Source: an optimization exercise on an open RTL-to-GDS flow (aim: small area). Production flows keep margins and buffers that such runs may drop.
At most, simulation tests tie the RTL to the original design; equivalence was not proved.
No activity file was given, so power comes from the tool's default toggle rates.

Setup of build 50:
==> flow/design.v (excerpt) <==
module regfile_sb
#(
  parameter  int DATA_W = rv_regfile_pkg::DEF_DATA_W,
  parameter  int DEPTH  = rv_regfile_pkg::DEF_DEPTH,
  parameter  int NUM_RD = 2,
  localparam int AW     = rv_regfile_pkg::calc_aw(DEPTH)
) (
  input  logic                     clk,
  input  logic                     reset,
  input  logic                     we,
  input  logic [AW-1:0]            wr_addr,
  input  logic [DATA_W-1:0]        wr_data,
  input  logic [NUM_RD*AW-1:0]     rd_addr,
  output logic [NUM_RD*DATA_W-1:0] rd_data,
  output logic [NUM_RD-1:0]        rd_busy,
  input  logic                     iss_valid,
  input  logic [AW-1:0]            iss_addr,
  output logic [AW:0]              pend_cnt,
  output logic                     all_clear
);
  logic [DEPTH-1:1][DATA_W-1:0] mem_n;
  logic [DEPTH-1:1]             pend_n;
  logic [DEPTH-1:1]             setr, clr_n, wen;
  logic [AW:0]                  cnt_q;
  logic [DATA_W-1:0]            wd_n;
  always_comb begin
    for (int r = 1; r < DEPTH; r++) begin
      setr[r]  = !reset && iss_valid && (iss_addr == AW'(r));
      clr_n[r] = !(we && (wr_addr == AW'(r)));
      wen[r]   = reset || !clr_n[r];
    end
  end
  regfile_sb_pend #(.DEPTH(DEPTH), .AW(AW)) u_pend (
    .clk       (clk),
    .reset     (reset),
    .setr      (setr),
    .clr_n     (clr_n),
    .wen       (wen),
    .iss_valid (iss_valid),
    .iss_addr  (iss_addr),
    .wr_addr   (wr_addr),
  ...
Size: roughly 2,900 cells after synthesis, ~1,000 flip-flops, about 130 I/O pins, about 42,000 um2 of cells after synthesis.
clock: 4.7 ns
lec_check: 0
cap_margin: 20
core_margin: 2
core_utilization: 40
setup_slack_margin: 0.3
slew_margin: 20
synth_hierarchical: 1
synth_minimum_keep_size: 0
standard.sh (not shown) runs the stock make flow with config.mk's settings and CLKGATE_MAP_FILE= SYNTH_SCRIPT=/design/flow/synth_recipe.tcl, a recipe that flattens the netlist after the stock synthesis.
==> flow/flow/run.sh <==
#!/bin/bash
set -e
export CTS_ARGS="-sink_clustering_enable -repair_clock_nets -dont_use_dummy_load -buf_list {sky130_fd_sc_hd__clkbuf_16} -sink_clustering_size 25 -sink_clustering_max_diameter 150"
export GPL_KEEP_OVERFLOW=0
export BUFFER_PORTS_ARGS="-buffer_cell sky130_fd_sc_hd__buf_2"
bash standard.sh > standard.log 2>&1
Changes in build 40 relative to build 50:
Settings: CORE_UTILIZATION changed from 40 to 60; CAP_MARGIN changed from 20 to 0; SETUP_SLACK_MARGIN changed from 0.3 to 0.1; SLEW_MARGIN changed from 20 to 0.
==> flow/flow/run.sh <==
#!/bin/bash
set -e
export CTS_ARGS="-sink_clustering_enable -repair_clock_nets -dont_use_dummy_load -buf_list {sky130_fd_sc_hd__clkbuf_16} -sink_clustering_size 20 -sink_clustering_max_diameter 120"
export BUFFER_PORTS_ARGS="-buffer_cell sky130_fd_sc_hd__buf_2"
bash standard.sh > standard.log 2>&1
Findings:
The die of build 40 is smaller than the one used in build 50.
When build 40 is set beside build 50, its width of the die turns out to be about 18% smaller.
Compared with build 50, build 40 has extra setup slack.
Build 40 reports its cell at the slowest stage of the critical path as nor4_1 while build 50 reports nand2_4.
Modified inputs, build 58 compared to build 40
Settings: CAP_MARGIN changed from 0 to 20; CORE_UTILIZATION changed from 60 to 40; SLEW_MARGIN changed from 0 to 20.
==> flow/flow/run.sh <==
#!/bin/bash
set -e
export CTS_ARGS="-sink_clustering_enable -repair_clock_nets -dont_use_dummy_load -buf_list {sky130_fd_sc_hd__clkbuf_8} -sink_clustering_size 12 -sink_clustering_max_diameter 100"
export BUFFER_PORTS_ARGS="-buffer_cell sky130_fd_sc_hd__buf_2"
bash standard.sh > standard.log 2>&1
==> comparison <==
- Build 58 went all the way through the flow, and no timing, DRC or antenna check failed.
- Between build 58 and build 40, it is build 58 whose total stage count of the critical path is lower, by 2.
- Multi-input gate area in the final layout: build 58 vs build 40 — no meaningful difference
- Comparing build 58 and build 40, the higher internal power contribution is on build 40.
Inputs modified between build 58 and build 54:
==> flow/flow/run.sh <==
#!/bin/bash
set -e
export CTS_ARGS="-sink_clustering_enable -repair_clock_nets -dont_use_dummy_load -buf_list {sky130_fd_sc_hd__clkbuf_16} -sink_clustering_size 25 -sink_clustering_max_diameter 150"
export GPL_KEEP_OVERFLOW=0
export BUFFER_PORTS_ARGS="-buffer_cell sky130_fd_sc_hd__buf_2"
bash standard.sh > standard.log 2>&1
--- outcome ---
Ran to the end and failed final checks on setup timing: build 54. Build 58 -> build 54: post-synthesis sequential element count delta 0, exact match. Non-clock buffer count in the final layout: build 54 < build 58. [compare] base=build 58 new=build 54: fraction of standard cell area in multi-input logic increased 3.0 points; total buffers and inverters traversed by the critical path increased 2; clock share of power decreased 1.0 points; number of buffers inserted by post-CTS setup repair increased 10; post-route clock period utilization increased 2.5 points. Build 58 reports its cell with the biggest individual delay on the critical path as nor4_1 while build 54 reports nor4b_4. Build 54: slew at the pin closest to its max-slew limit is 0.014 ns lower than what build 58 reported. The maximum frequency reported for build 54 is smaller than that of build 58 by 5.5 MHz. Compared build 54 vs build 58, and design area is down in build 54.
Relative to build 54, the following input files were edited for build 69:
Settings: SETUP_SLACK_MARGIN now 0.2, was 0.1.
Findings:
Build 69 closes out successfully: all stages finished, all timing, DRC and antenna checks passed. Looking at build 69 and build 54, the internal power is a wash. From build 54 to build 69 the numbers moved as follows: total number of multi-input combinational cells saw an increase, proportion of final cell area spent on non-clock buffers saw an increase, clock skew comparable, critical path's largest stage delay barely changed.

========
Setup of alpha:
regfile_sb again, from the RTL that the note above started with.
Settings: LEC_CHECK=0, CAP_MARGIN=20, CORE_MARGIN=2, CORE_UTILIZATION=50, SETUP_SLACK_MARGIN=0.25, SLEW_MARGIN=20, SYNTH_HIERARCHICAL=1, SYNTH_MINIMUM_KEEP_SIZE=0; clock period 4.7 ns.
==> flow/flow/run.sh <==
#!/bin/bash
set -e
export CTS_ARGS="-sink_clustering_enable -repair_clock_nets -dont_use_dummy_load -buf_list {sky130_fd_sc_hd__clkbuf_16} -sink_clustering_size 25 -sink_clustering_max_diameter 150"
export BUFFER_PORTS_ARGS="-buffer_cell sky130_fd_sc_hd__buf_1"
bash standard.sh > standard.log 2>&1
Per the final summary, alpha finished and its layout is clean on timing, DRC and antenna.
### alpha -> epsilon
Settings: changing SETUP_SLACK_MARGIN from 0.25 to 0.1.
==> results.txt <==
epsilon: all stages done; final checks FAILED (negative setup slack).
Re post-synthesis sequential element count: no difference whatsoever between alpha and epsilon.
| clock insertion delay at the later pin of the skew report | alpha vs epsilon | ≈ equal |
epsilon vs alpha — transition time of the tightest slew-check pin rose 0.022 ns.
Buffer share of cell area delta (epsilon -> alpha): insignificant
Reported for epsilon and alpha, clock buffer count in the final layout turned out identical to the last digit.
Diff alpha..epsilon | wire length | negligible
For post-route cell area, epsilon and alpha come out practically identical.
Taking alpha as the reference, in epsilon final period demand of the worst path shows an increase of 0.23 ns; register-to-register slack shows a reduction of 0.07 ns.
Any difference in share of total power in the clock network between alpha and epsilon is small enough to ignore.

========
Setup of build 52:
Another version of the RTL of regfile_sb (not shown whole).
For scale: about 3300 cells after synthesis, about 1000 flip-flops, ~0.043 mm^2 of cells after synthesis.
Settings: LEC_CHECK=0, CAP_MARGIN=20, CORE_MARGIN=2, CORE_UTILIZATION=40, SETUP_SLACK_MARGIN=0.2, SLEW_MARGIN=20, SYNTH_HIERARCHICAL=1, SYNTH_MINIMUM_KEEP_SIZE=0; clock period 4.7 ns.
==> flow/flow/run.sh <==
#!/bin/bash
set -e
export CTS_ARGS="-sink_clustering_enable -repair_clock_nets -dont_use_dummy_load"
export BUFFER_PORTS_ARGS="-buffer_cell sky130_fd_sc_hd__buf_2"
bash standard.sh > standard.log 2>&1
What build 14 does differently from build 52 at the input level:
==> flow/run.sh (new file) <==
#!/bin/bash
# synth_recipe.tcl (not shown) runs the flow's synth.tcl, then flattens the netlist and writes it again
# the make line also repeats each setting of config.mk as NAME=value (left out here)
make -C /OpenROAD-flow-scripts/flow DESIGN_CONFIG=/design/flow/config.mk WORK_HOME=/design/flow/orfs CLKGATE_MAP_FILE= SYNTH_SCRIPT=/design/flow/synth_recipe.tcl finish
removed: flow/flow/run.sh
removed: flow/standard.sh
--- outcome ---
- Build 14: first-pass detailed-route iteration total 1 above build 52
- Measured against build 52, the cell area of build 14 comes out at 1.05 times the reference value.
- Compared with build 52, total power density per cell area in build 14 decreased slightly.
- Number of buffers other than clock buffers in the final layout, build 14 vs build 52: up by more than a quarter
- Wire length on met1 (higher): build 14
- On slew at the pin with the worst max-slew slack: between build 14 and build 52, it ends up higher for build 52.
- Compared build 14 vs build 52, and total power is up in build 14.
- Diff build 52 -> build 14 | number of clock buffers in the layout | up by more than a quarter
- Result: PASS for each of build 14 and build 52
- The least setup slack across all paths after layout of build 14 exceeds that of build 52 by 0.0097 ns.
## Diff of input files: build 74 against build 14
- removing SETUP_SLACK_MARGIN (formerly 0.2)
### Flow results
- Although build 74 finished all stages, its layout failed final checks on negative setup slack.
- Fraction of area in multi-input gates: build 74 vs build 14, no meaningful difference
- Summary of build 74 over build 14: highest clock frequency the design can meet lower; sequential share of layout area did not really move.
- Build 74 has less setup slack than build 14.
- Looking at build 14 and build 74, the switching power is a wash.
- Looking at final critical-path required period, build 74 sits 0.30 ns higher than build 14 does.

========
## north
RTL: one of the versions met above, not the one the previous note started from.
Size in the first run: ~2900 cells after synthesis, ~1000 flip-flops, about 130 I/O pins, about 0.042 mm² of cells after synthesis.
clock: 4.7 ns
lec_check: 0
cap_margin: 20
core_margin: 2
core_utilization: 40
cts_buf_list: sky130_fd_sc_hd__clkbuf_16
cts_cluster_diameter: 150
cts_cluster_size: 25
setup_slack_margin: 0.2
slew_margin: 20
synth_hierarchical: 1
synth_minimum_keep_size: 0
run.sh (not shown) runs the stock make flow with config.mk's settings and CLKGATE_MAP_FILE= SYNTH_SCRIPT=/design/flow/synth_recipe.tcl, a recipe that flattens the netlist after the stock synthesis.
Stock flow here: none of the scripts above is used.
north: full flow OK, the timing, design-rule and antenna checks passed
[inputs] south vs north
Settings: a deleted CTS_BUF_LIST that had been sky130_fd_sc_hd__clkbuf_16; a deleted CTS_CLUSTER_DIAMETER that had been 150; a change of SETUP_SLACK_MARGIN from 0.2 to 0.25; a change of CORE_UTILIZATION from 40 to 55; a deleted CTS_CLUSTER_SIZE that had been 25.
==> flow/flow/run.sh (new file) <==
#!/bin/bash
set -e
export CTS_ARGS="-sink_clustering_enable -repair_clock_nets -dont_use_dummy_load -buf_list {sky130_fd_sc_hd__clkbuf_16} -sink_clustering_size 25 -sink_clustering_max_diameter 150"
export BUFFER_PORTS_ARGS="-buffer_cell sky130_fd_sc_hd__buf_1"
bash standard.sh > standard.log 2>&1
==> flow/standard.sh (new file) <==
#!/bin/bash
# synth_recipe.tcl (not shown) runs the flow's synth.tcl, then flattens the netlist and writes it again
# the make line also repeats each setting of config.mk as NAME=value (left out here)
make -C /OpenROAD-flow-scripts/flow DESIGN_CONFIG=/design/flow/config.mk WORK_HOME=/design/flow/orfs CLKGATE_MAP_FILE= SYNTH_SCRIPT=/design/flow/synth_recipe.tcl "${@:-finish}"
removed: flow/run.sh
### Flow results
In the flow results for north and south, the register fraction of the total cell area is larger on south. Routed wire length grows slightly when moving from north to south. Delta (south minus north): number of tapcells has decreased, data arrival time of the worst path closely matched the old numbers, met1 layer wirelength in the final routing has decreased.
Changes in east relative to south:
Settings: swapping 0.25 for 0.18 in SETUP_SLACK_MARGIN; swapping 55 for 50 in CORE_UTILIZATION.
==> comparison <==
The relative slew slack in east sits 6.5 points below the value recorded for south. Sort south and east by iteration count of the initial detailed-routing pass asc -> top: south. When east is set beside south, its setup slack of the critical path after layout turns out to be 0.10 ns smaller. There was hardly any difference in logic gate share of total power between east and south. Going from south to east, delay of the slowest cell on the worst path grows by 0.21 ns. Wire length of the first global-routing pass: south and east compared, higher one is south.

========
Setup of the baseline:
regfile_sb, a different RTL version from the one above (not shown whole).
For scale: roughly 1000 flip-flops, roughly 130 I/O pins, about 43000 µm² of cells after synthesis.
==> flow/config.mk <==
export PLATFORM = sky130hd
export DESIGN_NAME = regfile_sb
export DESIGN_NICKNAME = regfile_sb
export VERILOG_FILES = /design/flow/design.v
export SDC_FILE = /design/flow/constraint.sdc
export NUM_CORES = 4
export LEC_CHECK = 0
export CAP_MARGIN = 20
export CORE_MARGIN = 2
export CORE_UTILIZATION = 60
export SETUP_SLACK_MARGIN = 0.1
export SLEW_MARGIN = 20
export SYNTH_HIERARCHICAL = 1
export SYNTH_MINIMUM_KEEP_SIZE = 0
==> flow/constraint.sdc <==
create_clock -name core_clock -period 4.7 [get_ports {clk}]
set_input_delay 0.9400 -clock core_clock [delete_from_list [all_inputs] [get_ports {clk}]]
set_output_delay 0.9400 -clock core_clock [all_outputs]
set_load 0.01 [all_outputs]
standard.sh (not shown) runs the stock make flow with config.mk's settings and CLKGATE_MAP_FILE= SYNTH_SCRIPT=/design/flow/synth_recipe.tcl, a recipe that flattens the netlist after the stock synthesis.
==> flow/flow/run.sh <==
#!/bin/bash
set -e
export CTS_ARGS="-sink_clustering_enable -repair_clock_nets -dont_use_dummy_load -buf_list {sky130_fd_sc_hd__clkbuf_16} -sink_clustering_size 20 -sink_clustering_max_diameter 120"
export BUFFER_PORTS_ARGS="-buffer_cell sky130_fd_sc_hd__buf_2"
bash standard.sh > standard.log 2>&1
The baseline reached the final stage; the timing, design-rule and antenna checks on its layout passed.
Changes in the candidate relative to the baseline:
Settings: SETUP_SLACK_MARGIN changed from 0.1 to 0.3; CORE_UTILIZATION changed from 60 to 40.
==> flow/flow/run.sh <==
#!/bin/bash
set -e
export CTS_ARGS="-sink_clustering_enable -repair_clock_nets -dont_use_dummy_load -buf_list {sky130_fd_sc_hd__clkbuf_16} -sink_clustering_size 25 -sink_clustering_max_diameter 150"
export GPL_KEEP_OVERFLOW=0
export BUFFER_PORTS_ARGS="-buffer_cell sky130_fd_sc_hd__buf_2"
bash standard.sh > standard.log 2>&1
Findings:
- The candidate completed end to end with timing, DRC and antenna clean.
- There was hardly any difference in remaining antenna violation count between the baseline and the candidate.
- Per the comparison of the candidate with the baseline, sum of met3 wire segment lengths after detailed routing moved down; detailed placement HPWL moved down; count of inserted antenna diode cells went up; cell count increased 75.
- The candidate vs the baseline: routed wire length down
- Sort the candidate and the baseline by post-CTS resize count asc -> top: the baseline
- As far as synthesized cell count goes, the baseline and the candidate are indistinguishable; the numbers are identical.
- Against the baseline, the candidate comes in about 2.5% lower on first-pass GRT wire length.
- The library cell contributing the largest single delay on the critical path comes out nor4_2 in one run and nor4_1 in the other, namely in the candidate and the baseline respectively.
No functional check of the RTL was part of any run of this note.

========
regfile_sb with an RTL version that a note above also has.
Size in the first run: roughly 2900 cells after synthesis, about 1000 flip-flops, roughly 130 I/O pins, about 42000 um2 of cells after synthesis.
==> flow/design.v (excerpt) <==
module regfile_sb
#(
  parameter  int DATA_W = rv_regfile_pkg::DEF_DATA_W,
  parameter  int DEPTH  = rv_regfile_pkg::DEF_DEPTH,
  parameter  int NUM_RD = 2,
  localparam int AW     = rv_regfile_pkg::calc_aw(DEPTH)
) (
  input  logic                     clk,
  input  logic                     reset,
  input  logic                     we,
  input  logic [AW-1:0]            wr_addr,
  input  logic [DATA_W-1:0]        wr_data,
  input  logic [NUM_RD*AW-1:0]     rd_addr,
  output logic [NUM_RD*DATA_W-1:0] rd_data,
  output logic [NUM_RD-1:0]        rd_busy,
  input  logic                     iss_valid,
  input  logic [AW-1:0]            iss_addr,
  output logic [AW:0]              pend_cnt,
  output logic                     all_clear
);
==> flow/config.mk <==
export PLATFORM = sky130hd
export DESIGN_NAME = regfile_sb
export DESIGN_NICKNAME = regfile_sb
export VERILOG_FILES = /design/flow/design.v
export SDC_FILE = /design/flow/constraint.sdc
export NUM_CORES = 4
export LEC_CHECK = 0
export CAP_MARGIN = 20
export CORE_MARGIN = 2
export CORE_UTILIZATION = 40
export SETUP_SLACK_MARGIN = 0.1
export SLEW_MARGIN = 20
export SYNTH_HIERARCHICAL = 1
export SYNTH_MINIMUM_KEEP_SIZE = 0
==> flow/constraint.sdc <==
create_clock -name core_clock -period 4.7 [get_ports {clk}]
set_input_delay 0.9400 -clock core_clock [delete_from_list [all_inputs] [get_ports {clk}]]
set_output_delay 0.9400 -clock core_clock [all_outputs]
set_load 0.01 [all_outputs]
==> flow/flow/run.sh <==
#!/bin/bash
set -e
export CTS_ARGS="-sink_clustering_enable -repair_clock_nets -dont_use_dummy_load -buf_list {sky130_fd_sc_hd__clkbuf_16} -sink_clustering_size 25 -sink_clustering_max_diameter 150"
export BUFFER_PORTS_ARGS="-buffer_cell sky130_fd_sc_hd__buf_2"
bash standard.sh > standard.log 2>&1
The starting point went through all stages and came out clean.
Then changed:
==> flow/flow/run.sh (replaced) <==
#!/bin/bash
set -e
export CTS_ARGS="-sink_clustering_enable -repair_clock_nets -dont_use_dummy_load -buf_list {sky130_fd_sc_hd__clkbuf_8} -sink_clustering_size 14 -sink_clustering_max_diameter 120"
export BUFFER_PORTS_ARGS="-buffer_cell sky130_fd_sc_hd__buf_2"
bash standard.sh > standard.log 2>&1
CORE_UTILIZATION = 50   (was 40)
The new run completed with no timing, DRC or antenna violations; combinational power stays flat; design area goes down by 1.1%; setup slack degrades by 66 ps; global-route usage climbs by 8.5 points; non-clock buffer count is lower by 6; via count increases by 2.6%; area after synthesis stays the same.
Then changed:
==> flow/flow/run.sh (replaced) <==
#!/bin/bash
set -e
export CTS_ARGS="-sink_clustering_enable -repair_clock_nets -dont_use_dummy_load -buf_list {sky130_fd_sc_hd__clkbuf_16} -sink_clustering_size 20 -sink_clustering_max_diameter 120"
export BUFFER_PORTS_ARGS="-buffer_cell sky130_fd_sc_hd__buf_2"
bash standard.sh > standard.log 2>&1
CORE_UTILIZATION = 60   (was 50)
The changed run produced a clean layout.
Synthesized cell count stays the same.
Via count rose slightly.
Sequential share of layout area decreases by 0.40 points.
Critical path depth increases by 3.
Worst setup slack degrades by 30 ps.
Sequential power stays flat.
Hold slack improved by 7.6 ps.
Then changed:
==> flow/flow/run.sh (replaced) <==
#!/bin/bash
set -e
export CTS_ARGS="-sink_clustering_enable -repair_clock_nets -dont_use_dummy_load -buf_list {sky130_fd_sc_hd__clkbuf_16} -sink_clustering_size 25 -sink_clustering_max_diameter 150"
export BUFFER_PORTS_ARGS="-buffer_cell sky130_fd_sc_hd__buf_2"
bash standard.sh > standard.log 2>&1
CORE_UTILIZATION = 40   (was 60)
GPL_TIMING_DRIVEN = 0   (was not set)
The changed run finished but failed the layout checks on negative setup slack. Hold slack got worse by 19 ps. Synthesized area is unchanged. Design area came out higher slightly. Worst setup slack got worse by 110 ps. Non-clock buffer count came out lower by 87. Sequential share of layout area came out lower by 1.3 points. Cell count came out higher by roughly a tenth. Die area came out higher by well over a third. Routed wire length came out higher by roughly a tenth.

-- separate check: timing with driven ports --
How much do the figures lean on ideal ports? The routed layouts below were timed once more, with nothing changed but the port constraints.
Step 1 sets driving cells, clkbuf_16 on the clock port and buf_2 on the other inputs (assumed; they add their load-dependent delay and slew).
Step 2, shift: input delay + t, output delay - t, t = (earliest + latest rising clock arrival at the registers) / 2. This alone moves slack from input paths to output paths.
a / b / c = ideal / step 1 / step 2; a / b = the first two.
run	shift t [ns]	setup slack, ns	latest minus earliest clock arrival (ns)	slew at the worst register clock pin (ns)	cell pins on the clock port's net
build 50	0.683	0.127 / 0.089 / -0.027	0.074 / 0.074	0.12 / 0.12	1
build 40	0.709	0.168 / 0.143 / 0.143	0.052 / 0.051	0.09 / 0.09	1
build 58	0.805	0.110 / 0.082 / 0.082	0.117 / 0.117	0.10 / 0.10	1
build 54	0.678	-0.009 / -0.040 / -0.072	0.074 / 0.074	0.12 / 0.12	1
build 69	0.681	0.117 / 0.085 / -0.036	0.075 / 0.076	0.12 / 0.12	1
alpha	0.700	0.222 / 0.195 / 0.120	0.066 / 0.066	0.11 / 0.11	1
epsilon	0.698	-0.008 / -0.035 / -0.035	0.064 / 0.064	0.10 / 0.10	1
build 52	0.746	0.286 / 0.261 / 0.187	0.084 / 0.085	0.06 / 0.06	1
build 14	0.764	0.295 / 0.262 / -0.158	0.026 / 0.026	0.06 / 0.06	1
build 74	0.764	-0.008 / -0.032 / -0.120	0.026 / 0.026	0.06 / 0.06	1
north	0.710	0.223 / 0.182 / 0.104	0.047 / 0.047	0.11 / 0.11	1
south	0.674	0.206 / 0.178 / 0.178	0.093 / 0.093	0.11 / 0.11	1
east	0.699	0.101 / 0.074 / 0.074	0.065 / 0.065	0.10 / 0.10	1
the baseline	0.711	0.013 / -0.015 / -0.015	0.066 / 0.066	0.09 / 0.09	1
the candidate	0.689	0.198 / 0.174 / 0.084	0.076 / 0.076	0.11 / 0.11	1
the first run of note 6	0.697	0.148 / 0.120 / 0.120	0.062 / 0.062	0.11 / 0.11	1
the second run of note 6	0.768	0.083 / 0.059 / 0.059	0.056 / 0.055	0.11 / 0.11	1
the third run of note 6	0.709	0.053 / 0.028 / 0.028	0.054 / 0.054	0.09 / 0.09	1
the fourth run of note 6	0.691	-0.060 / -0.080 / -0.159	0.070 / 0.070	0.12 / 0.12	1
With both steps, setup timing fails in build 50, build 69, build 14 and the baseline, where it was met with ideal ports. For build 14, which loses most, drivers alone change the setup slack by -0.033 ns; drivers and shift together by -0.453 ns.
